Source: an optimization exercise on an open RTL-to-GDS flow (aim: small area, a short achievable clock period and few clock cycles). Production flows keep margins and buffers that such runs may drop.
The RTL was checked by simulation tests, not by an equivalence proof against the original design.
No activity file was given, so power comes from the tool's default toggle rates.

// cavlc_residual_top
module cavlc_residual_top (
	input  logic                       clk,
	input  logic                       rst_n,
	input  logic                       start_i,
	input  logic [256-1:0]    block_i,      
	input  logic                       flush_i,
	output logic                       busy_o,
	output logic [7:0]                 byte_o,
	output logic                       byte_we_o,
	output logic                       block_done_o,
	output logic [9-1:0] block_bits_o
);
Size: about 2,400 cells after synthesis, about 490 flip-flops, ~280 I/O pins, ~27,000 um2 of cells after synthesis.
clock: 11.0 ns
lec_check: 0
cap_margin: 20
core_margin: 2
core_utilization: 40
setup_slack_margin: 5
slew_margin: 60
standard.sh (not shown) runs the stock make flow with config.mk's settings and CLKGATE_MAP_FILE= SYNTH_SCRIPT=/design/flow/synth_recipe.tcl, a recipe that flattens the netlist after the stock synthesis.
==> flow/flow/run.sh <==
#!/bin/bash
# The standard layout (the standard.sh, all steps unchanged), with
# the port buffers that global placement inserts made of buf_1 cells
# instead of the delay buffers buffer_ports picks by default. Every
# input and output port still gets its own buffer.
set -o pipefail
export BUFFER_PORTS_ARGS="-buffer_cell sky130_fd_sc_hd__buf_1"
cp standard.sh standard_copy.sh.txt
bash standard.sh > standard.log 2>&1
The baseline completed without violations.
Testbench counts at the start, summed over its fixed seeds: cycles 5,736.
Rerun with:
- SLEW_MARGIN: 60 -> 20
Result: The new run completed with no timing, DRC or antenna violations. Clock skew grows by 0.0036 ns. Worst hold slack barely changes. Setup slack is worse by 0.032 ns. Sequential share of layout area grows by 0.66 points. Critical path depth shrinks by 1. Sequential power grows by about 1%. Routed wire length shrinks by 0.73%. Die area does not change.


Setup of lane 1:
Another version of the RTL of cavlc_residual_top (not shown whole).
Size: roughly 2300 cells after synthesis, about 280 I/O pins.
export LEC_CHECK = 0
export CAP_MARGIN = 20
export CORE_MARGIN = 2
export CORE_UTILIZATION = 65
export PLACE_DENSITY = 0.75
export SETUP_SLACK_MARGIN = 5
export SLEW_MARGIN = 20
create_clock -name core_clock -period 11.0 [get_ports {clk}]
run.sh (not shown) runs the stock make flow with config.mk's settings and CLKGATE_MAP_FILE= SYNTH_SCRIPT=/design/flow/synth_recipe.tcl, a recipe that flattens the netlist after the stock synthesis.
Stock flow here: none of the scripts above is used.
Testbench counts of lane 1, summed over its fixed seeds: cycles 6,765.
Modified inputs, lane 2 compared to lane 1
- SETUP_SLACK_MARGIN: 5 -> unset
- CORE_UTILIZATION: 65 -> 40
- PLACE_DENSITY: 0.75 -> unset
Findings:
- Compared with lane 1, in lane 2 reported net switching power essentially unchanged; final cell count increased 9.6%; setup slack increased 0.15 ns; number of placement rows increased about 28%.


cavlc_residual_top again, from the RTL that the note above started with.
==> flow/config.mk <==
export PLATFORM = sky130hd
export DESIGN_NAME = cavlc_residual_top
export DESIGN_NICKNAME = cavlc_residual_top
export VERILOG_FILES = /design/flow/design.v
export SDC_FILE = /design/flow/constraint.sdc
export NUM_CORES = 4
export LEC_CHECK = 0
export CAP_MARGIN = 60
export CORE_MARGIN = 2
export CORE_UTILIZATION = 40
export SETUP_SLACK_MARGIN = 5
export SLEW_MARGIN = 60
==> flow/constraint.sdc <==
create_clock -name core_clock -period 11.0 [get_ports {clk}]
set_input_delay 2.2000 -clock core_clock [delete_from_list [all_inputs] [get_ports {clk}]]
set_output_delay 2.2000 -clock core_clock [all_outputs]
set_load 0.01 [all_outputs]
Testbench counts at the start, summed over its fixed seeds: cycles 6,765.
Rerun with:
- CAP_MARGIN: 60 -> 20
- SLEW_MARGIN: 60 -> 20
Effect:
- The changed run went through all stages and came out clean
- via count shrinks by 0.58%
- synthesized area stays the same
- sequential power grows by about 1%
- synthesized cell count stays the same


cavlc_residual_top with an RTL version that a note above also has.
Size: about 2,400 cells after synthesis, ~490 flip-flops, roughly 280 I/O pins, roughly 27,000 um^2 of cells after synthesis.
Settings: LEC_CHECK=0, CAP_MARGIN=20, CORE_MARGIN=2, CORE_UTILIZATION=55, PLACE_DENSITY=0.68, SETUP_SLACK_MARGIN=5, SLEW_MARGIN=20; clock period 11.0 ns.
standard.sh (not shown) runs the stock make flow with config.mk's settings and CLKGATE_MAP_FILE= SYNTH_SCRIPT=/design/flow/synth_recipe.tcl, a recipe that flattens the netlist after the stock synthesis.
Scripts as last shown in full above: flow/flow/run.sh
The first run passed the timing, design-rule and antenna checks.
Testbench counts at the start, summed over its fixed seeds: cycles 5,736.
Then changed:
==> flow/run.sh (new file) <==
#!/bin/bash
# synth_recipe.tcl (not shown) runs the flow's synth.tcl, then flattens the netlist and writes it again
# the make line also repeats each setting of config.mk as NAME=value (left out here)
make -C /OpenROAD-flow-scripts/flow DESIGN_CONFIG=/design/flow/config.mk WORK_HOME=/design/flow/orfs CLKGATE_MAP_FILE= SYNTH_SCRIPT=/design/flow/synth_recipe.tcl finish
CORE_UTILIZATION = 40   (was 55)
PLACE_DENSITY = not set   (was 0.68)
removed: flow/flow/run.sh
removed: flow/standard.sh
What happened:
- The new run passed the timing, design-rule and antenna checks
- global-route usage went down by 7.4 points
- final area went up by 7.7%
- die area went up by 37%
- register-to-register slack got worse by 0.12 ns
- power went up by 2.8%
- core utilization went down by 13 points

port drivers added, routing unchanged:
In the flow no input, the clock included, has a driving cell. The finished layouts below were timed again as built, in two steps.
Step 1 (the two cells are an assumption about what drives the block):
set clk [get_ports {clk}]
set_driving_cell -lib_cell sky130_fd_sc_hd__clkbuf_16 $clk
set_driving_cell -lib_cell sky130_fd_sc_hd__buf_2 [delete_from_list [all_inputs] $clk]
Step 2 moves the port delays by t, midway between the first and last clock arrival at a register: inputs arrive t later, outputs are due t later. That takes back most of the time a late clock gives input paths.
a / b / c = no drivers / after step 1 / after step 2; a / b = the first two.
run | t, ns | setup slack, ns | hold WS [ns] | worst data-port slew with drivers (ns) | pins driven straight from the clock port
the first run of note 1 | 0.675 | 6.293 / 6.293 / 6.208 | 0.418 / 0.418 / 0.418 | 0.08 | 1
the second run of note 1 | 0.670 | 6.261 / 6.261 / 5.973 | 0.418 / 0.418 / 0.418 | 0.08 | 1
lane 1 | 0.635 | 5.551 / 5.584 / 4.950 | 0.436 / 0.436 / 0.436 | 0.08 | 1
lane 2 | 0.669 | 5.700 / 5.700 / 5.120 | 0.409 / 0.409 / 0.409 | 0.09 | 1
the first run of note 3 | 0.676 | 5.817 / 5.853 / 5.177 | 0.429 / 0.429 / 0.429 | 0.09 | 1
the second run of note 3 | 0.675 | 5.807 / 5.842 / 5.167 | 0.428 / 0.428 / 0.428 | 0.09 | 1
the first run of note 4 | 0.657 | 6.313 / 6.313 / 6.064 | 0.429 / 0.429 / 0.429 | 0.07 | 1
the second run of note 4 | 0.673 | 6.189 / 6.189 / 5.637 | 0.419 / 0.419 / 0.419 | 0.08 | 1
After both steps every run listed still meets setup and hold.
